This design comes from an exercise in tuning for small area and a short achievable clock period on the open sky130 flow, not from production work. Where RTL was checked, it was by simulation tests only, not by an equivalence proof against the original. The flow treats the clock pin as an ideal source, which a real chip does not have. Power figures rest on the tool's default switching activity, not on a simulated workload.

fjord:
## gamma_interp_11bit
module gamma_interp_11bit #(
  parameter int OUT_W = 10
) (
  input  logic             clk,
  input  logic             rst_n,
  input  logic             i_hs,
  input  logic             i_vs,
  input  logic [4:0]       idx,
  input  logic [10:0]      pixel_in,
  input  logic [10:0]      lowLevel,
  input  logic [10:0]      highLevel,
  input  logic             lut_we,
  input  logic [5:0]       lut_addr,
  input  logic [OUT_W-1:0] lut_wdata,
  input  logic             lut_commit,
  output logic             commit_pending,
  output logic             o_hs,
  output logic             o_vs,
  output logic [OUT_W-1:0] pix_out
);
clock: 10.0 ns
lec_check: 0
abc_area: 1
cap_margin: 20
core_margin: 2
core_utilization: 40
cts_cluster_diameter: 80
cts_cluster_size: 25
slew_margin: 60
synth_hierarchical: 1
tns_end_percent: 5
standard.sh (not shown) runs the stock make flow with config.mk's settings and CLKGATE_MAP_FILE= SYNTH_SCRIPT=/design/flow/synth_recipe.tcl, a recipe that flattens the netlist after the stock synthesis.
==> flow/flow/run.sh <==
#!/bin/bash
set -euo pipefail
mapfile -t EXTRA < <(grep -v '^#' flow/extra.txt | grep .)
bash standard.sh "${EXTRA[@]}" finish > standard.log 2>&1
==> flow/flow/extra.txt <==
SETUP_SLACK_MARGIN=6.8
ADDER_MAP_FILE=
BUFFER_PORTS_ARGS=-buffer_cell sky130_fd_sc_hd__buf_4
Looking at the reports, fjord completed the entire flow and the layout it produced met the timing, DRC and antenna checks.
--- input diff fjord..willow ---
==> flow/flow/extra.txt <==
SETUP_SLACK_MARGIN=6.6
ADDER_MAP_FILE=
BUFFER_PORTS_ARGS=-buffer_cell sky130_fd_sc_hd__buf_4
--- outcome ---
Sort willow and fjord by non-clock buffer count asc -> top: willow. Compared with fjord, in willow via count decreased by about 1.1% relative to the old numbers, critical path depth increased by 4 relative to the old numbers. Utilization after layout for willow: 1.0 points down relative to fjord. Final worst slack, willow and fjord, higher one = fjord. willow ended with more final critical delay including setup and external delays than fjord. Sort willow and fjord by number of non-filler instances in the completed layout, ascending, and willow comes first. fjord ended up with r_active[11][8]$_DFFE_PP_ as its end point of the critical path; willow ended up with r_ye_1[8]$_DFF_P_.
Inputs modified between willow and amber:
- swapping 40 for 45 in CORE_UTILIZATION
- swapping 5 for 0 in TNS_END_PERCENT
==> flow/flow/extra.txt <==
SETUP_SLACK_MARGIN=7.0
ADDER_MAP_FILE=
BUFFER_PORTS_ARGS=-buffer_cell sky130_fd_sc_hd__buf_4
==> comparison <==
Diff willow -> amber | maximum frequency | up by a few percent. Summary of amber over willow: register fraction of the total cell area saw a decrease; count of clock-net buffers in the final layout saw a decrease; count of maximum capacitance violations saw little to no change; number of fill cells saw a decrease; global-route wire length before repair saw an increase. Re met2 wirelength from detailed routing: willow and amber aren't equal, and the lower value belongs to willow. Overall routing resource usage, willow and amber, higher one = amber. Min critical path depth across willow and amber: amber. What willow reported for area of the multi-input gates has to be multiplied by 1.06 to get the figure for amber.
Input changes introduced in violet (baseline for comparison: amber):
- swapping 0 for 20 in TNS_END_PERCENT
- swapping 45 for 40 in CORE_UTILIZATION
==> comparison <==
- violet | status: complete | timing, DRC, antenna: pass
- The post-layout utilization of the core reported for violet is smaller than that of amber by 5.6 points.
- violet: worst-case reg-to-reg path depth 7.7% below amber
- Leakage dissipation went up slightly going from amber to violet.
- Die area delta (violet − amber): unfavourable
- Setup slack of the critical path after layout, amber and violet: larger value in violet
- Run comparison: amber termination of the worst setup path r_ye_1[8]$_DFF_P_; violet termination of the worst setup path commit_pending
Modified inputs, yarrow compared to violet
- an added PLACE_DENSITY of 0.8
- a change of TNS_END_PERCENT from 20 to 0
## What came out
Relative to violet, number of nets in the layout has decreased by 35 in yarrow. Compared with violet, yarrow shows cell count that has gone down slightly. Final area down about 1.7% in yarrow wrt violet.


## oak
gamma_interp_11bit again, from the RTL that the note above started with.
// gamma_interp_11bit
module gamma_interp_11bit #(
  parameter int OUT_W = 10
) (
  input  logic             clk,
  input  logic             rst_n,
  input  logic             i_hs,
  input  logic             i_vs,
  input  logic [4:0]       idx,
  input  logic [10:0]      pixel_in,
  input  logic [10:0]      lowLevel,
  input  logic [10:0]      highLevel,
  input  logic             lut_we,
  input  logic [5:0]       lut_addr,
  input  logic [OUT_W-1:0] lut_wdata,
  input  logic             lut_commit,
  output logic             commit_pending,
  output logic             o_hs,
  output logic             o_vs,
  output logic [OUT_W-1:0] pix_out
);
export LEC_CHECK = 0
export ABC_AREA = 1
export CAP_MARGIN = 20
export CORE_MARGIN = 2
export CORE_UTILIZATION = 40
export CTS_BUF_LIST = sky130_fd_sc_hd__clkbuf_8
export CTS_CLUSTER_DIAMETER = 60
export CTS_CLUSTER_SIZE = 15
export SLEW_MARGIN = 60
export SYNTH_HIERARCHICAL = 1
export TNS_END_PERCENT = 0
create_clock -name core_clock -period 10.0 [get_ports {clk}]
==> flow/flow/extra.txt <==
SETUP_SLACK_MARGIN=7.0
ADDER_MAP_FILE=
BUFFER_PORTS_ARGS=-buffer_cell sky130_fd_sc_hd__buf_2
Scripts as last shown in full above: flow/flow/run.sh
oak finished every step from synthesis to the final layout, and the layout passed the timing, DRC and antenna checks.
Input changes introduced in pine (baseline for comparison: oak):
- CTS_CLUSTER_DIAMETER changed from 60 to 80
- CTS_CLUSTER_SIZE changed from 15 to 25
- CTS_BUF_LIST removed (was sky130_fd_sc_hd__clkbuf_8)
==> flow/flow/extra.txt <==
SETUP_SLACK_MARGIN=7.0
ADDER_MAP_FILE=
BUFFER_PORTS_ARGS=-buffer_cell sky130_fd_sc_hd__buf_4
==> comparison <==
The final layout from pine, which completed every stage, passed the timing, DRC and antenna checks at the end of the flow. Per the comparison of pine with oak, top achievable clock speed has increased, final period utilization went down by 0.28 points, post-layout instance count excluding filler cells has decreased.
Inputs modified between pine and birch:
- a change of CTS_CLUSTER_SIZE from 25 to 32
- a change of CTS_CLUSTER_DIAMETER from 80 to 90
==> summary.txt <==
On post-detailed-route wirelength per cell: birch sits above pine.
Re power of the clock network: pine and birch aren't equal, and the higher value belongs to pine.
Between birch and pine, the leakage power total does not differ in any meaningful way.
In the metrics for pine and birch, the one carrying the lower power spent charging and discharging nets is pine.
Compared to pine, the routing of birch uses more wire.
Diff pine -> birch: total stage count of the critical path grew by 11; post-cts repair resize count shrank by 26%.
| first-pass GRT wire length | pine vs birch | ≈ equal |
pine and birch ended up with nearly the same post-layout instance area.
Higher routed wire length on met2 among pine and birch: birch
What maple does differently from birch at the input level:
- CTS_CLUSTER_SIZE changed from 32 to 25
- CTS_CLUSTER_DIAMETER changed from 90 to 80
==> flow/flow/run.sh <==
#!/bin/bash
# The standard layout (standard.sh: ORFS synthesis through finish) with
# extra ORFS settings from flow/extra.txt (one VAR=value per line), and one
# added step after clock tree synthesis: flow/recover.tcl downsizes cells
# (to smaller drive strengths of the same cell) wherever that keeps the worst
# setup slack, then legalizes placement. The design is still built and signed
# off at the design's clock period and constraints.
set -euo pipefail
mapfile -t EXTRA < <(grep -v '^#' flow/extra.txt | grep .)
bash standard.sh "${EXTRA[@]}" cts > standard_cts.log 2>&1
openroad -no_init -exit flow/recover.tcl > recover.log 2>&1
bash standard.sh "${EXTRA[@]}" finish > standard.log 2>&1
==> flow/flow/recover.tcl (new file) <==
# Area recovery after CTS: try each logic cell at smaller drive strengths of
# the same function and keep the smallest one that leaves the worst setup
# slack (placement parasitics) no worse than before. Clock tree cells are
# left alone. Then legalize the placement and write the CTS result back.
set res orfs/results/$::env(FLOW_PLATFORM)/gamma_interp_11bit/base
set plat $::env(FLOW_HOME)/platforms/$::env(FLOW_PLATFORM)
foreach lib [glob $plat/lib/*.lib] {
  if {![string match *dummy* $lib]} { read_liberty $lib }
}
read_db $res/4_cts.odb
read_sdc $res/4_cts.sdc
source $plat/setRC.tcl
set_propagated_clock [all_clocks]
estimate_parasitics -placement
set target [worst_slack -max]
puts "before: wns $target area [rsz::design_area]"
set n 0
foreach inst [get_cells *] {
  if {[catch {set lc [get_lib_cells -of_objects $inst]}] || $lc eq "NULL" || $lc eq ""} continue
  if {[catch {set name [get_name $lc]}]} continue
  if {![regexp {^(sky130_fd_sc_hd__[a-z0-9]+)_([0-9]+)$} $name -> base size]} continue
  if {[regexp {clkbuf|clkinv|clkdly|dlygate|dlymetal|tap|fill|decap|conb} $base]} continue
  set cands {}
  foreach c [get_lib_cells ${base}_*] {
    set cn [get_name $c]
    if {[regexp {_([0-9]+)$} $cn -> s2] && $s2 < $size} { lappend cands [list $s2 $cn] }
  }
  foreach c [lsort -integer -index 0 $cands] {
    set cn [lindex $c 1]
    replace_cell $inst $cn
    if {[worst_slack -max] >= $target} { incr n; break }
    replace_cell $inst $name
  }
}
puts "downsized $n cells"
detailed_placement
check_placement
estimate_parasitics -placement
puts "after: wns [worst_slack -max] area [rsz::design_area]"
write_db $res/4_cts.odb
Findings:
Relative to birch, maximum fanout encountered on the critical timing path increased by 2 in maple.
The share of total power in the clock network in maple sits 0.7 points above the value recorded for birch.
maple ended up with more standard cells than birch.
The higher post-CTS setup-driven buffer insertion count of maple and birch is in maple.
birch consumes less power than maple.
The setup slack of maple is smaller than that of birch.
Portion of the clock cycle consumed by the worst path in the final layout in maple is 0.59 points higher than in birch
--- input diff maple..cedar ---
- CORE_UTILIZATION: 40 -> 50
==> flow/flow/run.sh <==
#!/bin/bash
set -euo pipefail
mapfile -t EXTRA < <(grep -v '^#' flow/extra.txt | grep .)
bash standard.sh "${EXTRA[@]}" finish > standard.log 2>&1
removed: flow/flow/recover.tcl
Results
- Global-route usage over all layers came out higher on cedar than on maple.
- Diff maple -> cedar | count of non-CTS buffers in the layout | decrease of 51
- Looking at final cell count across maple and cedar, the one that comes out lower is cedar.
- Compared with maple, cedar shows a lower area overhead of the layout relative to synthesis.
- idx[1] as the worst setup path startpoint was reported by cedar, and idx[4] by maple.
- Going from maple to cedar, worst path setup slack after routing has increased, multi-input gate share of the layout cell area ~0 delta, worst-skew pair later-pin latency -0.03 ns.
- Re wire length reported by the detailed router: maple and cedar aren't equal, and the lower value belongs to cedar.
- Measured against maple, the number of tapcells of cedar comes out at 0.808 times the reference value.


== build 27 ==
gamma_interp_11bit, a different RTL version from the one above (not shown whole).
For scale: roughly 3000 cells after synthesis, about 780 flip-flops.
==> flow/config.mk <==
export PLATFORM = sky130hd
export DESIGN_NAME = gamma_interp_11bit
export DESIGN_NICKNAME = gamma_interp_11bit
export VERILOG_FILES = /design/flow/design.v
export SDC_FILE = /design/flow/constraint.sdc
export NUM_CORES = 4
export LEC_CHECK = 0
export ABC_CLOCK_PERIOD_IN_PS = 3000
export CAP_MARGIN = 20
export CORE_MARGIN = 2
export CORE_UTILIZATION = 40
export SLEW_MARGIN = 20
==> flow/constraint.sdc <==
create_clock -name core_clock -period 10.0 [get_ports {clk}]
set_input_delay 2.0000 -clock core_clock [delete_from_list [all_inputs] [get_ports {clk}]]
set_output_delay 2.0000 -clock core_clock [all_outputs]
set_load 0.01 [all_outputs]
==> flow/flow/run.sh <==
#!/bin/bash
set -euo pipefail
mapfile -t EXTRA < <(grep -v '^#' flow/extra.txt | grep .)
bash standard.sh "${EXTRA[@]}" finish > standard.log 2>&1
==> flow/flow/extra.txt <==
SETUP_SLACK_MARGIN=6.8
ADDER_MAP_FILE=
What build 44 does differently from build 27 at the input level:
==> flow/flow/run.sh <==
#!/bin/bash
set -euo pipefail
MARGIN=$(cat flow/margin.txt)
bash standard.sh SETUP_SLACK_MARGIN=$MARGIN finish > standard.log 2>&1
==> flow/flow/margin.txt (new file) <==
6.8
removed: flow/flow/extra.txt
Findings:
A slowest cell on the critical path of maj3_2 is what build 27 shows, while fa_1 belongs to build 44.
The run showing the greater wire length is build 27.
Summary — global-route total usage across every layer, build 44 relative to build 27: lower, by 0.86 points.
Build 44 ended with less inserted tap cell count than build 27.
Comparing the two runs side by side, build 44 comes out behind build 27 on final critical-path setup slack.
Going from build 27 to build 44, via count shrank by more than 10%.
Taking build 27 as the reference point, the number of ordinary and repair buffers in the finished layout of build 44 falls by 40.
Compared with build 27, in build 44 non-clock buffering overhead in the final layout held; DRC violation count after routing held; arrival time reported for the critical path endpoint went up 0.09 ns; minimum clock period after layout went up 0.057 ns.
Delta(proportion of cell area occupied by multi-input gates, build 44 - build 27) < 0
Modified inputs, build 25 compared to build 44
==> flow/flow/run.sh <==
#!/bin/bash
set -euo pipefail
mapfile -t EXTRA < <(grep -v '^#' flow/extra.txt | grep .)
bash standard.sh "${EXTRA[@]}" finish > standard.log 2>&1
==> flow/flow/extra.txt (new file) <==
SETUP_SLACK_MARGIN=6.0
ADDER_MAP_FILE=
removed: flow/flow/margin.txt
==> summary.txt <==
- Build 25 | stages: all done | timing, DRC, antenna: all pass
- Per the final summary, build 44 finished and its layout is clean on timing, DRC and antenna.
- On final critical-path setup slack, build 25 does better than build 44.
- Between build 25 and build 44, it is build 25 whose critical path data arrival time is lower, by 0.20 ns.
- Maximum fanout along the worst path (higher): build 44
No run of this note included a check of the RTL's function; only the layout flow was run.


gamma_interp_11bit, a different RTL version from the one above (not shown whole).
Size: ~3700 cells after synthesis, ~780 flip-flops, about 0.034 mm^2 of cells after synthesis.
clock: 10.0 ns
lec_check: 0
abc_area: 1
cap_margin: 20
core_margin: 2
core_utilization: 40
cts_cluster_diameter: 80
cts_cluster_size: 25
slew_margin: 60
tns_end_percent: 5
==> flow/flow/run.sh <==
#!/bin/bash
set -euo pipefail
mapfile -t EXTRA < <(grep -v '^#' flow/extra.txt | grep .)
bash standard.sh "${EXTRA[@]}" finish > standard.log 2>&1
==> flow/flow/extra.txt <==
SETUP_SLACK_MARGIN=7.0
ADDER_MAP_FILE=
BUFFER_PORTS_ARGS=-buffer_cell sky130_fd_sc_hd__buf_4
Edit:
--- a/flow/config.mk
+++ b/flow/config.mk
@@ -10,6 +10,4 @@
 export CORE_MARGIN = 2
 export CORE_UTILIZATION = 40
-export CTS_CLUSTER_DIAMETER = 80
-export CTS_CLUSTER_SIZE = 25
-export SLEW_MARGIN = 60
+export SLEW_MARGIN = 20
 export TNS_END_PERCENT = 5
Total power is higher by about 14%.
Register-to-register slack degrades by 0.11 ns.
Critical path depth grows by 2.
Worst setup slack gains 0.0030 ns.
No run of this note included a check of the RTL's function; only the layout flow was run.


== v6 ==
gamma_interp_11bit, a different RTL version from the one above (not shown whole).
For scale: about 35,000 sq um of cells after synthesis.
clock: 10.0 ns
lec_check: 0
abc_area: 1
cap_margin: 20
core_margin: 2
core_utilization: 40
slew_margin: 20
tns_end_percent: 5
Scripts as last shown in full above: flow/flow/run.sh, flow/flow/extra.txt
Input-level comparison between v7 and v6:
Settings: a change of SLEW_MARGIN from 20 to 60; an added CTS_CLUSTER_SIZE of 25; an added CTS_CLUSTER_DIAMETER of 80; a deleted TNS_END_PERCENT that had been 5.
==> flow/flow/extra.txt <==
SETUP_SLACK_MARGIN=6.5
ADDER_MAP_FILE=
BUFFER_PORTS_ARGS=-buffer_cell sky130_fd_sc_hd__buf_4
### Flow results
Power consumed by the clock network for v7: about 34% down relative to v6
Cell area after technology mapping: v6 vs v7 — no meaningful difference
Data arrival time at the worst-slack endpoint in v7 is 0.08 ns higher than in v6
On global-route wire length before repair, v7 does better than v6.
Of v7 and v6, the lower setup slack belongs to v7.
[compare] base=v6 new=v7: largest net degree at the start of global routing now smaller, design area now smaller.


Starting RTL as in the previous note.
clock: 10.0 ns
lec_check: 0
abc_area: 1
cap_margin: 20
core_margin: 2
core_utilization: 40
cts_cluster_diameter: 80
cts_cluster_size: 25
slew_margin: 20
==> flow/flow/extra.txt <==
SETUP_SLACK_MARGIN=6.5
ADDER_MAP_FILE=
BUFFER_PORTS_ARGS=-buffer_cell sky130_fd_sc_hd__buf_4
Scripts as last shown in full above: flow/flow/run.sh
The starting point finished clean.
Then changed:
==> flow/flow/extra.txt (replaced) <==
SETUP_SLACK_MARGIN=6.5
ADDER_MAP_FILE=
Settings changed: CTS_CLUSTER_DIAMETER 80 to not set, CTS_CLUSTER_SIZE 25 to not set.
Clock skew falls by 0.028 ns.
Wire length rises by about 10%.
Clock power rises by about 60%.
Power rises by about 12%.
Setup slack gains 0.47 ns.
Core utilization rises by 2.6 points.
Non-clock buffer count rises by 46.
Fmax rises by 13%.
First-iteration DRC count rises by about 14%.

## static timing again, ports no longer ideal
The results above use ideal ports. As a check the final layouts listed here were re-extracted and re-timed, cells and wires unchanged. Step 1 (the two cells are an assumption about what drives the block):
set clk [get_ports {clk}]
set_driving_cell -lib_cell sky130_fd_sc_hd__clkbuf_16 $clk
set_driving_cell -lib_cell sky130_fd_sc_hd__buf_2 [delete_from_list [all_inputs] $clk]
Step 2 moves the port delays by t, midway between the first and last clock arrival at a register: inputs arrive t later, outputs are due t later. That takes back most of the time a late clock gives input paths. Three values: ideal ports, drivers, drivers and shift; two values: the first two.
run | t, ns | setup slack, ns | worst setup path at the end | slew at the worst register clock pin (ns)
fjord | 0.686 | 6.738 / 6.781 / 6.095 | input to register | 0.10 / 0.10
willow | 0.684 | 6.639 / 6.676 / 5.992 | input to register | 0.10 / 0.10
amber | 0.684 | 6.786 / 6.756 / 6.072 | input to register | 0.11 / 0.11
violet | 0.684 | 6.871 / 6.807 / 6.178 | input to register | 0.10 / 0.10
yarrow | 0.659 | 6.771 / 6.766 / 6.108 | input to register | 0.10 / 0.10
oak | 0.744 | 6.789 / 6.742 / 6.056 | input to register | 0.10 / 0.10
pine | 0.686 | 6.818 / 6.795 / 6.108 | input to register | 0.10 / 0.10
birch | 0.668 | 6.789 / 6.789 / 6.145 | input to register | 0.12 / 0.12
maple | 0.686 | 6.730 / 6.716 / 6.029 | input to register | 0.10 / 0.10
cedar | 0.665 | 6.780 / 6.786 / 6.121 | input to register | 0.10 / 0.10
build 27 | 0.685 | 5.317 / 5.207 / 4.521 | input to register | 0.06 / 0.06
build 44 | 0.704 | 5.260 / 5.260 / 5.260 | register to register | 0.07 / 0.07
build 25 | 0.691 | 5.382 / 5.296 / 4.605 | input to register | 0.07 / 0.07
the first run of note 4 | 0.670 | 6.488 / 6.414 / 5.744 | input to register | 0.10 / 0.10
the second run of note 4 | 0.695 | 6.491 / 6.461 / 5.766 | input to register | 0.07 / 0.07
v6 | 0.695 | 6.541 / 6.469 / 5.774 | input to register | 0.06 / 0.06
v7 | 0.680 | 6.475 / 6.471 / 5.791 | input to register | 0.10 / 0.10
the first run of note 6 | 0.684 | 6.052 / 6.090 / 5.406 | input to register | 0.11 / 0.11
the second run of note 6 | 0.690 | 6.520 / 6.512 / 5.822 | input to register | 0.07 / 0.07
After both steps every run listed still meets setup and hold. The setup slack of build 27, which loses most, moves by -0.110 ns with the drivers and by -0.796 ns with both steps.
